This is an optimization exercise on Yosys and OpenROAD, whose aim is small area, not a production implementation. In this exercise RTL edits were held to simulation tests only and were not proved equivalent to the original. No activity file was given, so power comes from the tool's default toggle rates.

==> flow/design.v (excerpt) <==
module io_map_sync #(
  parameter int PIN_NUM     = 24,
  parameter int CFG_NBIT    = 8,
  parameter int MIPI_GP_NUM = 4,
  parameter int FREQ_GP_NUM = 4,
  parameter int SYNC_STAGES = 2,
  parameter int TURN_CYCLES = 4
) (
  input  logic                        clk,
  input  logic                        rst,
  input  logic [PIN_NUM*CFG_NBIT-1:0] i_cfg,
  input  logic                        i_cfg_vld,
  output logic                        o_cfg_busy,
  output logic                        o_cfg_done,
  output logic                        o_cfg_err,
  input  logic [PIN_NUM-1:0]          o_ioctrl_dir,
  input  logic [PIN_NUM-1:0]          o_ioctrl_db,
  output logic [PIN_NUM-1:0]          i_ioctrl_db,
  input  logic [MIPI_GP_NUM-1:0]      mipi_sclk,
  input  logic [MIPI_GP_NUM-1:0]      mipi_sdo,
  input  logic [MIPI_GP_NUM-1:0]      mipi_sdo_en,
  output logic [MIPI_GP_NUM-1:0]      mipi_sdi,
  output logic [FREQ_GP_NUM-1:0]      freq_io,
  input  logic [PIN_NUM-1:0]          i_io_db,
  output logic [PIN_NUM-1:0]          o_io_dir,
  output logic [PIN_NUM-1:0]          o_io_db
);
  localparam int CW = $clog2(TURN_CYCLES + 2);
  localparam int NW = $clog2(PIN_NUM + 1);
  logic [PIN_NUM-1:0][CFG_NBIT-1:0] cfg, active;
  logic [PIN_NUM-1:0] chg, chg_new, dir_d, db_d, sp, is_gpio, is_mipi;
  logic [PIN_NUM-1:0] r_dir_n, r_db_n;
  logic [SYNC_STAGES-1:0][PIN_NUM-1:0] sync_n;
  ...
For scale: roughly 2100 cells after synthesis, roughly 320 flip-flops, about 18000 um^2 of cells after synthesis.
==> flow/config.mk <==
export PLATFORM = sky130hd
export DESIGN_NAME = io_map_sync
export DESIGN_NICKNAME = io_map_sync
export VERILOG_FILES = /design/flow/design.v
export SDC_FILE = /design/flow/constraint.sdc
export NUM_CORES = 4
export LEC_CHECK = 0
export ABC_AREA = 1
export CAP_MARGIN = 5
export CORE_MARGIN = 2
export CORE_UTILIZATION = 45
export SLEW_MARGIN = 5
==> flow/constraint.sdc <==
create_clock -name core_clock -period 7.0 [get_ports {clk}]
set_input_delay 1.4000 -clock core_clock [delete_from_list [all_inputs] [get_ports {clk}]]
set_output_delay 1.4000 -clock core_clock [all_outputs]
set_load 0.01 [all_outputs]
standard.sh (not shown) runs the stock make flow with config.mk's settings and CLKGATE_MAP_FILE= SYNTH_SCRIPT=/design/flow/synth_recipe.tcl, a recipe that flattens the netlist after the stock synthesis.
==> flow/flow/run.sh <==
#!/bin/bash
# The standard ORFS layout with two changes:
# - synthesis maps logic with flow/abc_area.script (a stronger area-recovery ABC script) in
#   place of ORFS's abc_area.script; everything else in synthesis is the standard
#   synthesis (synth_recipe.tcl), so the registers and their names are unchanged;
# - every port gets the smallest buffer (buf_1) instead of buffer_ports' default choice;
# - the clock tree is built from clkbuf_4 cells, without dummy loads.
set -euo pipefail
here=$(pwd)
rm -rf "$here/scripts_abc"
cp -r "$FLOW_HOME/scripts" "$here/scripts_abc"
cp "$here/flow/abc_area.script" "$here/scripts_abc/abc_area.script"
SCRIPTS_DIR="$here/scripts_abc" bash standard.sh synth > synth.log 2>&1
export BUFFER_PORTS_ARGS="-buffer_cell sky130_fd_sc_hd__buf_1"
export CTS_ARGS="-sink_clustering_enable -repair_clock_nets -buf_list sky130_fd_sc_hd__clkbuf_4 -dont_use_dummy_load -sink_buffer_max_cap_derate 1.0 -sink_clustering_size 9 -sink_clustering_max_diameter 60"
bash standard.sh > layout.log 2>&1
==> flow/flow/abc_area.script <==
&get -n
&st
&dch -f
&nf -R 1000
&st
&dch -f
&nf -R 1000
&put
topo
Edit:
--- a/flow/flow/run.sh
+++ b/flow/flow/run.sh
@@ -1,3 +1,3 @@
 #!/bin/bash
-# The standard ORFS layout with two changes:
+# The standard ORFS layout with three changes:
 # - synthesis maps logic with flow/abc_area.script (a stronger area-recovery ABC script) in
@@ -6,3 +6,5 @@
 # - every port gets the smallest buffer (buf_1) instead of buffer_ports' default choice;
-# - the clock tree is built from clkbuf_4 cells, without dummy loads.
+# - the clock tree is built from clkbuf_4 cells in clusters of at most 9 sinks, without
+#   dummy loads (the default uses clkbuf_16 cells).
+# Each step's full output goes to synth.log / layout.log here and to ORFS's own logs under orfs/.
 set -euo pipefail
CAP_MARGIN = 20   (was 5)
CORE_UTILIZATION = 50   (was 45)
PLACE_DENSITY = 0.75   (was not set)
SLEW_MARGIN = 20   (was 5)
After rerunning: Setup slack hardly moves. Clock-buffer cell count is unchanged. Die area decreases by 9.8%. Design area decreases by 0.41%. Global-route usage increases by 2.7 points. Worst hold slack gets better by 0.037 ns. Non-clock buffer count decreases by 3. Sequential share of layout area increases by 0.13 points. Routed wire length decreases by 2.4%. Combinational power stays flat. Core utilization increases by 5.9 points.
Edit:
CORE_UTILIZATION = 45   (was 50)
Global-route usage drops by 2.8 points.
Setup slack loses 0.044 ns.
Cell area is about the same.
Wire length climbs by 2.6%.
Worst hold slack gains 0.011 ns.
Synthesized cell count does not change.
Area after synthesis stays the same.
Critical path depth drops by 3.
Power hardly moves.
Edit:
==> flow/flow/run.sh (replaced) <==
#!/bin/bash
# The standard ORFS layout with two changes:
# - synthesis maps logic with flow/abc_area.script (a stronger area-recovery ABC script) in
#   place of ORFS's abc_area.script; everything else in synthesis is the standard
#   synthesis (synth_recipe.tcl), so the registers and their names are unchanged;
# - every port gets the smallest buffer (buf_1) instead of buffer_ports' default choice;
# - the clock tree is built from clkbuf_4 cells, without dummy loads.
set -euo pipefail
here=$(pwd)
rm -rf "$here/scripts_abc"
cp -r "$FLOW_HOME/scripts" "$here/scripts_abc"
cp "$here/flow/abc_area.script" "$here/scripts_abc/abc_area.script"
SCRIPTS_DIR="$here/scripts_abc" bash standard.sh synth > synth.log 2>&1
export BUFFER_PORTS_ARGS="-buffer_cell sky130_fd_sc_hd__buf_1"
export CTS_ARGS="-sink_clustering_enable -repair_clock_nets -buf_list sky130_fd_sc_hd__clkbuf_8 -dont_use_dummy_load"
bash standard.sh > layout.log 2>&1
PLACE_DENSITY = not set   (was 0.75)
Result: Wire length is about the same. Clock-buffer cell count climbs by 13. Design area climbs by a few percent. Final cell count rose slightly. First-iteration DRC count decreases by roughly a tenth.
Edit:
--- a/flow/flow/run.sh
+++ b/flow/flow/run.sh
@@ -14,3 +14,3 @@
 export BUFFER_PORTS_ARGS="-buffer_cell sky130_fd_sc_hd__buf_1"
-export CTS_ARGS="-sink_clustering_enable -repair_clock_nets -buf_list sky130_fd_sc_hd__clkbuf_8 -dont_use_dummy_load"
+export CTS_ARGS="-sink_clustering_enable -repair_clock_nets -buf_list sky130_fd_sc_hd__clkbuf_8 -dont_use_dummy_load -sink_buffer_max_cap_derate 1.0 -sink_clustering_size 18 -sink_clustering_max_diameter 80"
 bash standard.sh > layout.log 2>&1
=> The new run completed with no timing, DRC or antenna violations. Routed wire length falls by about 0.6%. Count of clock-buffer cells in the layout falls by 32. Power falls by about 5.5%.

========
## job 4574
io_map_sync again, from the RTL that the note above started with.
export LEC_CHECK = 0
export ABC_AREA = 1
export CAP_MARGIN = 20
export CORE_MARGIN = 2
export CORE_UTILIZATION = 45
export PLACE_DENSITY = 0.85
export SLEW_MARGIN = 20
create_clock -name core_clock -period 7.0 [get_ports {clk}]
==> flow/flow/run.sh <==
#!/bin/bash
# The standard ORFS layout with three changes:
# - synthesis maps logic with flow/abc_area.script (a stronger area-recovery ABC script) in
#   place of ORFS's abc_area.script; everything else in synthesis is the standard
#   synthesis (synth_recipe.tcl), so the registers and their names are unchanged;
# - every port gets the smallest buffer (buf_1) instead of buffer_ports' default choice;
# - the clock tree is built from clkbuf_4 cells in clusters of at most 9 sinks, without
#   dummy loads (the default uses clkbuf_16 cells).
# Each step's full output goes to synth.log / layout.log here and to ORFS's own logs under orfs/.
set -euo pipefail
here=$(pwd)
rm -rf "$here/scripts_abc"
cp -r "$FLOW_HOME/scripts" "$here/scripts_abc"
cp "$here/flow/abc_area.script" "$here/scripts_abc/abc_area.script"
SCRIPTS_DIR="$here/scripts_abc" bash standard.sh synth > synth.log 2>&1
export BUFFER_PORTS_ARGS="-buffer_cell sky130_fd_sc_hd__buf_1"
export CTS_ARGS="-sink_clustering_enable -repair_clock_nets -buf_list sky130_fd_sc_hd__clkbuf_4 -dont_use_dummy_load -sink_buffer_max_cap_derate 1.0 -sink_clustering_size 9 -sink_clustering_max_diameter 60"
bash standard.sh > layout.log 2>&1
Scripts as last shown in full above: flow/flow/abc_area.script
### job 4574 -> job 8737
- PLACE_DENSITY: 0.85 -> unset
- CORE_UTILIZATION: 45 -> 55
diff --git a/flow/flow/run.sh b/flow/flow/run.sh
--- a/flow/flow/run.sh
+++ b/flow/flow/run.sh
@@ -1,11 +1,9 @@
 #!/bin/bash
-# The standard ORFS layout with three changes:
+# The standard ORFS layout with two changes:
 # - synthesis maps logic with flow/abc_area.script (a stronger area-recovery ABC script) in
 #   place of ORFS's abc_area.script; everything else in synthesis is the standard
 #   synthesis (synth_recipe.tcl), so the registers and their names are unchanged;
 # - every port gets the smallest buffer (buf_1) instead of buffer_ports' default choice;
-# - the clock tree is built from clkbuf_4 cells in clusters of at most 9 sinks, without
-#   dummy loads (the default uses clkbuf_16 cells).
-# Each step's full output goes to synth.log / layout.log here and to ORFS's own logs under orfs/.
+# - the clock tree is built from clkbuf_4 cells, without dummy loads.
 set -euo pipefail
 here=$(pwd)
[summary]
- From the logs: job 8737 reached the end of the flow and failed the layout checks with max-capacitance violations, max-slew violations.
- Delta (job 8737 minus job 4574): via count rose 268; number of H-tree branching levels about even; critical path depth fell 3; worst path buffer plus inverter count fell 2; maximum frequency fell about 3.7%.
- Compared with job 4574, job 8737 shows a higher proportion of cell area occupied by multi-input gates.
- Total routing resource utilization after global routing: job 8737 vs job 4574 up 6.5 points
- The run showing the smaller non-clock buffer count is job 8737.
- Compared with job 4574, job 8737 has less setup slack.
- Between job 8737 and job 4574, wire length is lower for job 8737, job 4574 comes in above that.
> inputs changed (job 8737 -> job 5525)
- a change of CORE_UTILIZATION from 55 to 50
diff --git a/flow/flow/run.sh b/flow/flow/run.sh
--- a/flow/flow/run.sh
+++ b/flow/flow/run.sh
@@ -1,9 +1,11 @@
 #!/bin/bash
-# The standard ORFS layout with two changes:
+# The standard ORFS layout with three changes:
 # - synthesis maps logic with flow/abc_area.script (a stronger area-recovery ABC script) in
 #   place of ORFS's abc_area.script; everything else in synthesis is the standard
 #   synthesis (synth_recipe.tcl), so the registers and their names are unchanged;
 # - every port gets the smallest buffer (buf_1) instead of buffer_ports' default choice;
-# - the clock tree is built from clkbuf_4 cells, without dummy loads.
+# - the clock tree is built from clkbuf_4 cells in clusters of at most 9 sinks, without
+#   dummy loads (the default uses clkbuf_16 cells).
+# Each step's full output goes to synth.log / layout.log here and to ORFS's own logs under orfs/.
 set -euo pipefail
 here=$(pwd)
Notes after the runs:
For adder-cell area share of the yosys netlist, job 8737 and job 5525 come out practically identical. Job 5525 vs job 8737 — die outline width climbed by a few percent. Diff job 8737 -> job 5525: mean instance size in the synthesized netlist stayed essentially flat, headroom to the max-slew limit increased by 29 points relative to the old numbers, switching share of power level. Total power: job 8737 vs job 5525, no meaningful difference. Job 5525 | status: complete | timing, DRC, antenna: pass. Cell count: job 5525 higher than job 8737.
Input changes introduced in job 1842 (baseline for comparison: job 5525):
- swapping 50 for 45 in CORE_UTILIZATION
### Flow results
Any difference in hold violation total from the final report between job 5525 and job 1842 is small enough to ignore.
Taking job 5525 as the reference, in job 1842 clock-pin slew reported for the worst setup and hold paths after clock tree synthesis held; clock skew went down 54 ps; register-to-register slack held.
Of job 5525 and job 1842, the higher overall power belongs to job 5525.
Job 1842 vs. job 5525: die area increased by 11% relative to the old numbers, core occupancy in the finished layout decreased by 5.8 points relative to the old numbers, final design area excluding fillers increased by 0.59% relative to the old numbers, width of the chip increased by 5.3% relative to the old numbers.
### job 1842 -> job 1848
==> flow/flow/run.sh <==
#!/bin/bash
# The standard ORFS layout with two changes:
# - synthesis maps logic with flow/abc_area.script (a stronger area-recovery ABC script) in
#   place of ORFS's abc_area.script; everything else in synthesis is the standard
#   synthesis (synth_recipe.tcl), so the registers and their names are unchanged;
# - every port gets the smallest buffer (buf_1) instead of buffer_ports' default choice.
set -euo pipefail
here=$(pwd)
rm -rf "$here/scripts_abc"
cp -r "$FLOW_HOME/scripts" "$here/scripts_abc"
cp "$here/flow/abc_area.script" "$here/scripts_abc/abc_area.script"
SCRIPTS_DIR="$here/scripts_abc" bash standard.sh synth > synth.log 2>&1
export BUFFER_PORTS_ARGS="-buffer_cell sky130_fd_sc_hd__buf_1"
bash standard.sh > layout.log 2>&1
Results
- In the flow results for job 1842 and job 1848, the total wire length after detailed routing is smaller on job 1842.
- Diff job 1848..job 1842 | critical path depth | unchanged
- Number of clock buffers in the layout, job 1848 vs job 1842: up by more than 10%
## Diff of input files: job 6321 against job 1848
diff --git a/flow/flow/run.sh b/flow/flow/run.sh
--- a/flow/flow/run.sh
+++ b/flow/flow/run.sh
@@ -4,5 +4,6 @@
 #   place of ORFS's abc_area.script; everything else in synthesis is the standard
 #   synthesis (synth_recipe.tcl), so the registers and their names are unchanged;
-# - every port gets the smallest buffer (buf_1) instead of buffer_ports' default choice.
+# - every port gets the smallest buffer (buf_1) instead of buffer_ports' default choice;
+# - the clock tree is built from clkbuf_4 cells, without dummy loads.
 set -euo pipefail
 here=$(pwd)
@@ -12,3 +13,4 @@
 SCRIPTS_DIR="$here/scripts_abc" bash standard.sh synth > synth.log 2>&1
 export BUFFER_PORTS_ARGS="-buffer_cell sky130_fd_sc_hd__buf_1"
+export CTS_ARGS="-sink_clustering_enable -repair_clock_nets -buf_list sky130_fd_sc_hd__clkbuf_4 -dont_use_dummy_load -sink_buffer_max_cap_derate 1.0 -sink_clustering_size 9 -sink_clustering_max_diameter 60"
 bash standard.sh > layout.log 2>&1
### Flow results
Post-layout utilization of the core is higher on job 1848. Job 1848 → job 6321: final area shrank by about 3.7%, total power consumption of the routed design shrank by 0.00099 W, global-route usage over all layers shrank by 0.15 points, multi-input gate share of total cell area grew by 2.1 points. | share of cell area taken by flip-flops and latches | higher: job 6321 |.

==> separate check: timing with driven ports <==
The flow's constraints put no driver on any port. The routed layouts listed below were extracted and timed again, unchanged, in two steps.
Step 1 assumes that a clkbuf_16 drives the clock port and a buf_2 every other input.
Step 2 times the ports against the registers' clock, not the clock port: input delays grow and output delays shrink by t, the midpoint of the rising clock arrivals with the driver on.
Slacks: no drivers / after step 1 / after step 2; pairs: no drivers / after step 1.
run | shift t [ns] | slack for setup (ns) | worst setup path at the end | latest minus earliest clock arrival (ns) | cell pins on the clock port's net
the first run of note 1 | 0.837 | 0.899 / 0.899 / 0.899 | register to register | 0.068 / 0.068 | 1
the second run of note 1 | 0.824 | 0.898 / 0.898 / 0.898 | register to register | 0.060 / 0.060 | 1
the third run of note 1 | 0.807 | 0.855 / 0.855 / 0.855 | register to register | 0.054 / 0.055 | 1
the fourth run of note 1 | 0.682 | 0.927 / 0.927 / 0.927 | register to register | 0.040 / 0.040 | 1
the fifth run of note 1 | 0.664 | 0.868 / 0.868 / 0.868 | register to register | 0.050 / 0.049 | 1
job 4574 | 0.825 | 0.995 / 0.995 / 0.995 | register to register | 0.074 / 0.074 | 1
job 8737 | 0.832 | 0.766 / 0.766 / 0.766 | register to register | 0.081 / 0.081 | 1
job 5525 | 0.810 | 0.915 / 0.915 / 0.915 | register to register | 0.108 / 0.108 | 1
job 1842 | 0.836 | 0.929 / 0.929 / 0.929 | register to register | 0.071 / 0.070 | 1
job 1848 | 0.604 | 0.908 / 0.908 / 0.908 | register to register | 0.019 / 0.020 | 1
job 6321 | 0.836 | 0.929 / 0.929 / 0.929 | register to register | 0.071 / 0.070 | 1
